From an optimization exercise on the open Yosys and OpenROAD flow, aimed at small area; shortcuts taken in it are not production practice. Where RTL was checked, it was by simulation tests only, not by an equivalence proof against the original. No activity file was given, so power comes from the tool's default toggle rates.

Design toy_correlator, start of the top module:
module toy_correlator (
  input  logic       vis_clock,
  input  logic       vis_reset,
  input  logic       sig_valid_i,
  input  logic [3:0] sig_idata_i,
  input  logic [3:0] sig_qdata_i,
  input  logic       m_tready_i,
  output logic       vis_start_o,
  output logic       vis_frame_o,
  output logic       m_tvalid_o,
  output logic [7:0] m_tdata_o,
  output logic       m_tlast_o,
  output logic       vis_overflow_o
);
Size in the first run: roughly 0.010 mm2 of cells after synthesis.
==> module vis_accumulator, before the edit <==
module vis_accumulator (
  input  logic        vis_clock,
  input  logic        vis_reset,
  input  logic        rst_d,       
  input  logic        frame_end,   
  input  logic        sig_valid_i,
  input  logic [3:0]  sig_idata_i,
  input  logic [3:0]  sig_qdata_i,
  input  logic [5:0]  pend,        
  input  logic [5:0]  sel,         
  output logic [11:0] word_o       
);
  localparam logic [11:0] BASE_A = {2'd2, 2'd1, 2'd1, 2'd0, 2'd0, 2'd0};
  localparam logic [11:0] BASE_B = {2'd3, 2'd3, 2'd2, 2'd3, 2'd2, 2'd1};
  logic [5:0] inc_f;
  logic [5:0] inc_g;
  logic [5:0] cnt_f [6];
  logic [5:0] cnt_g [6];
  logic [3:0] x;
  assign x = sig_idata_i ^ sig_qdata_i;
  always_comb begin
    for (int k = 0; k < 6; k++) begin
      logic ai, aq, bi, bq, bw;
      ai = sig_idata_i[BASE_A[2*k +: 2]];
      aq = sig_qdata_i[BASE_A[2*k +: 2]];
      bi = sig_idata_i[BASE_B[2*k +: 2]];
      bq = sig_qdata_i[BASE_B[2*k +: 2]];
      bw = !x[BASE_A[2*k +: 2]] && x[BASE_B[2*k +: 2]];   
      inc_f[k] = sig_valid_i && !(aq ^ bq ^ bw);
      inc_g[k] = sig_valid_i && (ai ^ bi ^ bw);
    end
  end
  genvar gk;
  generate
    for (gk = 0; gk < 6; gk++) begin : g_base
      localparam int PW = (gk == 5) ? 4 : 3;
      logic [PW-1:0] pnd_f;
      logic [PW-1:0] pnd_g;
      logic          take;
      logic          hold;
      assign take = sel[gk] || rst_d;
      assign hold = pend[gk] && !sel[gk];
      always_ff @(posedge vis_clock) begin
        cnt_f[gk] <= (take ? 6'(pnd_f) : cnt_f[gk]) + 6'(inc_f[gk] && !hold);
        cnt_g[gk] <= (take ? 6'(pnd_g) : cnt_g[gk]) + 6'(inc_g[gk] && !hold);
        if (vis_reset || frame_end) begin
          pnd_f <= '0;
          pnd_g <= '0;
        end else begin
          pnd_f <= pnd_f + PW'(inc_f[gk]);
          pnd_g <= pnd_g + PW'(inc_g[gk]);
        end
      end
    end
  endgenerate
  always_comb begin
    word_o = '0;
    for (int k = 0; k < 6; k++) begin
      word_o = word_o | ({cnt_f[k], cnt_g[k]} & {12{sel[k]}});
    end
  end
endmodule
==> module toy_correlator, before the edit <==
module toy_correlator (
  input  logic       vis_clock,
  input  logic       vis_reset,
  input  logic       sig_valid_i,
  input  logic [3:0] sig_idata_i,
  input  logic [3:0] sig_qdata_i,
  input  logic       m_tready_i,
  output logic       vis_start_o,
  output logic       vis_frame_o,
  output logic       m_tvalid_o,
  output logic [7:0] m_tdata_o,
  output logic       m_tlast_o,
  output logic       vis_overflow_o
);
  logic [2:0] wcnt;      
  logic [1:0] blk;       
  logic       rst_d;     
  logic       block_done;
  logic       frame_end;
  assign block_done = sig_valid_i && (wcnt == 3'd7);
  assign frame_end  = block_done && (blk == 2'd3) && !vis_reset;
  always_ff @(posedge vis_clock) begin
    rst_d <= vis_reset;
    if (vis_reset) begin
      wcnt        <= '0;
      blk         <= '0;
      vis_start_o <= 1'b0;
      vis_frame_o <= 1'b0;
    end else begin
      if (sig_valid_i) wcnt <= wcnt + 1'b1;
      if (block_done) blk <= blk + 1'b1;
      vis_start_o <= block_done && !vis_frame_o;
      if (block_done) vis_frame_o <= 1'b1;
    end
  end
  logic [6:0] pend;
  logic [2:0] ph;
  logic       strobe;
  logic [5:0] sel;
  logic       wr;
  assign strobe = pend[6] && (ph == 3'd1);
  assign wr     = strobe && !pend[0];
  always_comb begin
    for (int k = 0; k < 6; k++) sel[k] = strobe && pend[k+1] && !pend[k];
  end
  always_ff @(posedge vis_clock) begin
    ph <= frame_end ? 3'd0 : ph + 1'b1;
    if (vis_reset) begin
      pend <= '0;
    end else if (frame_end) begin
      pend <= '1;
    end else if (strobe) begin
      pend <= {pend[5:0], 1'b0};
    end
  end
  logic [11:0] acc_word;
  logic [10:0] acc_code;
  logic        x5, y5;
  logic        q_valid;
  logic        q_ready;
  logic [11:0] q_code;
  assign x5       = acc_word[11];
  assign y5       = acc_word[5];
  assign acc_code = (x5 || y5) ? {1'b1, x5, y5, 3'b000, (y5 && !x5) ? acc_word[10:6] : acc_word[4:0]}
                               : {1'b0, acc_word[10:6], acc_word[4:0]};
  vis_accumulator u_accum (
    .vis_clock   (vis_clock),
    .vis_reset   (vis_reset),
    .rst_d       (rst_d),
    .frame_end   (frame_end),
    .sig_valid_i (sig_valid_i),
    .sig_idata_i (sig_idata_i),
    .sig_qdata_i (sig_qdata_i),
    .pend        (pend[6:1]),
    .sel         (sel),
    .word_o      (acc_word)
  );
  vis_fifo #(.W(12)) u_fifo (
    .vis_clock  (vis_clock),
    .vis_reset  (vis_reset),
    .wr_i       (wr),
    .word_i     ({acc_code, sel[5]}),
    .ready_i    (q_ready),
    .valid_o    (q_valid),
    .word_o     (q_code),
    .overflow_o (vis_overflow_o)
  );
  byte_serializer u_serializer (
    .vis_clock  (vis_clock),
    .vis_reset  (vis_reset),
    .valid_i    (q_valid),
    .word_i     (q_code),
    .m_tready_i (m_tready_i),
    .ready_o    (q_ready),
    .m_tvalid_o (m_tvalid_o),
    .m_tdata_o  (m_tdata_o),
    .m_tlast_o  (m_tlast_o)
  );
endmodule
export LEC_CHECK = 0
export CAP_MARGIN = 0
export CORE_MARGIN = 2
export CORE_UTILIZATION = 70
export SLEW_MARGIN = 0
create_clock -name core_clock -period 6.0 [get_ports {vis_clock}]
standard.sh (not shown) runs the stock make flow with config.mk's settings and CLKGATE_MAP_FILE= SYNTH_SCRIPT=/design/flow/synth_recipe.tcl, a recipe that flattens the netlist after the stock synthesis.
==> flow/flow/run.sh <==
#!/bin/bash
# Own synthesis (flow/synth.tcl: the standard one with an area-oriented ABC
# mapping), then the standard layout from the synthesized netlist, with the
# smallest buffer on each port and a clock tree without dummy loads.
set -euo pipefail
W=$(pwd)
export OWN_ABC_SCRIPT="$W/flow/area.abc"
export BUFFER_PORTS_ARGS="-buffer_cell sky130_fd_sc_hd__buf_1"
export CTS_ARGS="-sink_clustering_enable -repair_clock_nets -sink_clustering_size 20 -sink_clustering_max_diameter 70 -buf_list sky130_fd_sc_hd__clkbuf_8 -dont_use_dummy_load"
sed -e "s#SYNTH_SCRIPT=[^ ]*#SYNTH_SCRIPT=$W/flow/synth.tcl#" standard.sh > own_synth.sh
bash own_synth.sh synth > synth.log 2>&1
bash standard.sh > standard.log 2>&1
==> flow/flow/area.abc <==
&get -n
&st
&dch
&nf -R 1000 -p -F 8 -A 4
&put
&get -n
&st
&dch
&nf -R 1000 -p -F 8 -A 4
&put
&get -n
&st
&dch
&nf -R 1000 -p -F 8 -A 4
&put
==> flow/flow/synth.tcl <==
# synth_recipe.tcl (the standard synthesis), with the final ABC mapping run for
# area and the arithmetic left to ABC instead of fixed half/full-adder cells.
# Flip-flops are mapped before ABC runs, so the registers, their names and
# cell types are those of the standard synthesis.
proc synth {args} { yosys synth -nofsm -noshare {*}$args }
proc extract_fa {args} { }
proc abc {args} {
  foreach o {-script -D} {
    set i [lsearch -exact $args $o]
    if { $i >= 0 } { set args [lreplace $args $i [expr {$i + 1}]] }
  }
  yosys abc {*}$args -script $::env(OWN_ABC_SCRIPT)
}
source $::env(SCRIPTS_DIR)/synth.tcl
# left out here: clear keep_hierarchy, flatten, clean up, hide names made inside functions, write 1_2_yosys.v
The baseline passed the timing, design-rule and antenna checks.
==> next run, changes <==
--- a/flow/design.v
+++ b/flow/design.v
@@ -49,8 +49,8 @@
           pnd_f <= '0;
           pnd_g <= '0;
         end else begin
-          pnd_f <= pnd_f + PW'(inc_f[gk]);
-          pnd_g <= pnd_g + PW'(inc_g[gk]);
+          pnd_f <= pnd_f + PW'(inc_f[gk] && pend[gk]);
+          pnd_g <= pnd_g + PW'(inc_g[gk] && pend[gk]);
         end
       end
     end
@@ -214,8 +214,9 @@
   logic [11:0] q_code;
   assign x5       = acc_word[11];
   assign y5       = acc_word[5];
-  assign acc_code = (x5 || y5) ? {1'b1, x5, y5, 3'b000, (y5 && !x5) ? acc_word[10:6] : acc_word[4:0]}
-                               : {1'b0, acc_word[10:6], acc_word[4:0]};
+  assign acc_code = {x5 || y5,
+                     x5 || (acc_word[10] && !y5), y5 || acc_word[9], acc_word[8:6] & {3{!y5}},
+                     y5 ? acc_word[10:6] : acc_word[4:0]};
   vis_accumulator u_accum (
     .vis_clock   (vis_clock),
     .vis_reset   (vis_reset),
Via count goes down by 0.69%. Cell area goes down by 0.65%. Clock-buffer cell count does not change. Routed wire length goes down by 2.1%. Final cell count goes down by 1.1%. Area after synthesis goes down by 0.69%. Global-route usage goes down by 0.35 points.
The RTL of the first run of this note was laid out without a check of its function.


toy_correlator, a different RTL version from the one above (not shown whole).
Size in the first run: ~1100 cells after synthesis, about 250 flip-flops, roughly 25 I/O pins, roughly 11000 sq um of cells after synthesis.
==> module vis_fifo, before the edit <==
module vis_fifo (
  input  logic        vis_clock,
  input  logic        vis_reset,
  input  logic        wr_i,
  input  logic [12:0] word_i,
  input  logic        ready_i,
  output logic        valid_o,
  output logic [12:0] word_o,     
  output logic        overflow_o
);
  logic [12:0] sh [9];
  logic [3:0]  count;
  logic        full;
  logic        push;
  logic        pop;
  assign full    = count[3];   
  assign valid_o = (count != 4'd0);
  assign push    = wr_i && !full;
  assign pop     = valid_o && ready_i;
  assign word_o  = sh[count];
  always_ff @(posedge vis_clock) begin
    if (push) begin
      sh[0] <= word_i;
      for (int i = 1; i < 9; i++) sh[i] <= sh[i-1];
    end
  end
  always_ff @(posedge vis_clock) begin
    if (vis_reset) begin
      count      <= '0;
      overflow_o <= 1'b0;
    end else begin
      count <= count + 4'(push) - 4'(pop);
      if (wr_i && full) overflow_o <= 1'b1;
    end
  end
endmodule
==> module toy_correlator, before the edit <==
module toy_correlator (
  input  logic       vis_clock,
  input  logic       vis_reset,
  input  logic       sig_valid_i,
  input  logic [3:0] sig_idata_i,
  input  logic [3:0] sig_qdata_i,
  input  logic       m_tready_i,
  output logic       vis_start_o,
  output logic       vis_frame_o,
  output logic       m_tvalid_o,
  output logic [7:0] m_tdata_o,
  output logic       m_tlast_o,
  output logic       vis_overflow_o
);
  logic [2:0] wcnt;      
  logic [1:0] blk;       
  logic       rst_d;     
  logic       block_done;
  logic       frame_end;
  assign block_done = sig_valid_i && (wcnt == 3'd7);
  assign frame_end  = block_done && (blk == 2'd3) && !vis_reset;
  always_ff @(posedge vis_clock) begin
    rst_d <= vis_reset;
    if (vis_reset) begin
      wcnt        <= '0;
      blk         <= '0;
      vis_start_o <= 1'b0;
      vis_frame_o <= 1'b0;
    end else begin
      if (sig_valid_i) wcnt <= wcnt + 1'b1;
      if (block_done) blk <= blk + 1'b1;
      vis_start_o <= block_done && !vis_frame_o;
      if (block_done) vis_frame_o <= 1'b1;
    end
  end
  logic [6:0] pend;
  logic [2:0] ph;
  logic       strobe;
  logic [5:0] sel;
  logic       wr;
  assign strobe = pend[6] && (ph == 3'd1);
  assign wr     = strobe && !pend[0];
  always_comb begin
    for (int k = 0; k < 6; k++) sel[k] = strobe && pend[k+1] && !pend[k];
  end
  always_ff @(posedge vis_clock) begin
    ph <= frame_end ? 3'd0 : ph + 1'b1;
    if (vis_reset) begin
      pend <= '0;
    end else if (frame_end) begin
      pend <= '1;
    end else if (strobe) begin
      pend <= {pend[5:0], 1'b0};
    end
  end
  logic [11:0] acc_word;
  logic        q_valid;
  logic        q_ready;
  logic [12:0] q_word;
  vis_accumulator u_accum (
    .vis_clock   (vis_clock),
    .vis_reset   (vis_reset),
    .rst_d       (rst_d),
    .frame_end   (frame_end),
    .sig_valid_i (sig_valid_i),
    .sig_idata_i (sig_idata_i),
    .sig_qdata_i (sig_qdata_i),
    .pend        (pend[6:1]),
    .sel         (sel),
    .word_o      (acc_word)
  );
  vis_fifo u_fifo (
    .vis_clock  (vis_clock),
    .vis_reset  (vis_reset),
    .wr_i       (wr),
    .word_i     ({acc_word, sel[5]}),
    .ready_i    (q_ready),
    .valid_o    (q_valid),
    .word_o     (q_word),
    .overflow_o (vis_overflow_o)
  );
  byte_serializer u_serializer (
    .vis_clock  (vis_clock),
    .vis_reset  (vis_reset),
    .valid_i    (q_valid),
    .word_i     (q_word),
    .m_tready_i (m_tready_i),
    .ready_o    (q_ready),
    .m_tvalid_o (m_tvalid_o),
    .m_tdata_o  (m_tdata_o),
    .m_tlast_o  (m_tlast_o)
  );
endmodule
make LEC_CHECK=0 ABC_AREA=1 CAP_MARGIN=20 CORE_MARGIN=2 CORE_UTILIZATION=70 CTS_BUF_LIST=sky130_fd_sc_hd__clkbuf_16 CTS_CLUSTER_DIAMETER=100 CTS_CLUSTER_SIZE=30 SLEW_MARGIN=20 finish   # period 6.0 ns
run.sh (not shown) runs the stock make flow with config.mk's settings and CLKGATE_MAP_FILE= SYNTH_SCRIPT=/design/flow/synth_recipe.tcl, a recipe that flattens the netlist after the stock synthesis.
Stock flow here: none of the scripts above is used.
Next try:
--- a/flow/design.v
+++ b/flow/design.v
@@ -64,19 +64,21 @@
 endmodule
 `default_nettype wire
 `timescale 1ns/1ps
 `default_nettype none
-module vis_fifo (
+module vis_fifo #(
+  parameter int W = 13
+) (
   input  logic        vis_clock,
   input  logic        vis_reset,
   input  logic        wr_i,
-  input  logic [12:0] word_i,
+  input  logic [W-1:0] word_i,
   input  logic        ready_i,
   output logic        valid_o,
-  output logic [12:0] word_o,     
+  output logic [W-1:0] word_o,     
   output logic        overflow_o
 );
-  logic [12:0] sh [9];
+  logic [W-1:0] sh [9];
   logic [3:0]  count;
   logic        full;
   logic        push;
   logic        pop;
@@ -199,11 +201,22 @@
       pend <= {pend[5:0], 1'b0};
     end
   end
   logic [11:0] acc_word;
+  logic [10:0] acc_code;
   logic        q_valid;
   logic        q_ready;
+  logic [11:0] q_code;
   logic [12:0] q_word;
+  logic        x5, y5;
+  logic [4:0]  ca, cb;
+  assign x5       = acc_word[11];
+  assign y5       = acc_word[5];
+  assign acc_code = (x5 || y5) ? {1'b1, x5, y5, 3'b000, (y5 && !x5) ? acc_word[10:6] : acc_word[4:0]}
+                               : {1'b0, acc_word[10:6], acc_word[4:0]};
+  assign {ca, cb} = q_code[10:1];
+  assign q_word   = q_code[11] ? {ca[4], ca[4] ? 5'd0 : cb, ca[3], ca[3] ? 5'd0 : cb, q_code[0]}
+                               : {1'b0, ca, 1'b0, cb, q_code[0]};
   vis_accumulator u_accum (
     .vis_clock   (vis_clock),
     .vis_reset   (vis_reset),
     .rst_d       (rst_d),
@@ -214,16 +227,16 @@
     .pend        (pend[6:1]),
     .sel         (sel),
     .word_o      (acc_word)
   );
-  vis_fifo u_fifo (
+  vis_fifo #(.W(12)) u_fifo (
     .vis_clock  (vis_clock),
     .vis_reset  (vis_reset),
     .wr_i       (wr),
-    .word_i     ({acc_word, sel[5]}),
+    .word_i     ({acc_code, sel[5]}),
     .ready_i    (q_ready),
     .valid_o    (q_valid),
-    .word_o     (q_word),
+    .word_o     (q_code),
     .overflow_o (vis_overflow_o)
   );
   byte_serializer u_serializer (
     .vis_clock  (vis_clock),
What happened:
- sequential cell count falls by 9
- critical path depth went up by 5
- via count came out higher by 5.3%
- synthesized area went up by 0.50%
- combinational power climbs by 40%
- total power is higher by 13%
- hold slack degrades by 0.0088 ns
No functional check of the RTL was part of the second run of this note.

[afterwards: timing with drivers on the ports]
Ports are ideal in the flow. The routed layouts listed here were re-timed in OpenROAD.
Step 1, drivers: a clkbuf_16 drives vis_clock and a buf_2 each remaining input, both assumed.
Step 2 adds t to the input delays and takes it off the output delays; t is the mean of the earliest and latest rising clock arrival at the registers after step 1. Input paths then give back, and output paths get back, about the clock's delay inside the block.
a / b / c = ideal ports / drivers / drivers and shift; a / b = the first two.
run | t (ns) | setup WS [ns] | latest minus earliest clock arrival (ns) | cell pins on the clock port's net
the first run of note 1 | 0.533 | 0.836 / 0.792 / 1.326 | 0.061 / 0.061 | 1
the second run of note 1 | 0.532 | 1.004 / 0.964 / 1.496 | 0.040 / 0.040 | 1
the first run of note 2 | 0.526 | 0.353 / 0.306 / 0.832 | 0.018 / 0.017 | 1
the second run of note 2 | 0.510 | 0.264 / 0.222 / 0.732 | 0.041 / 0.040 | 1
After both steps every run listed still meets setup and hold.
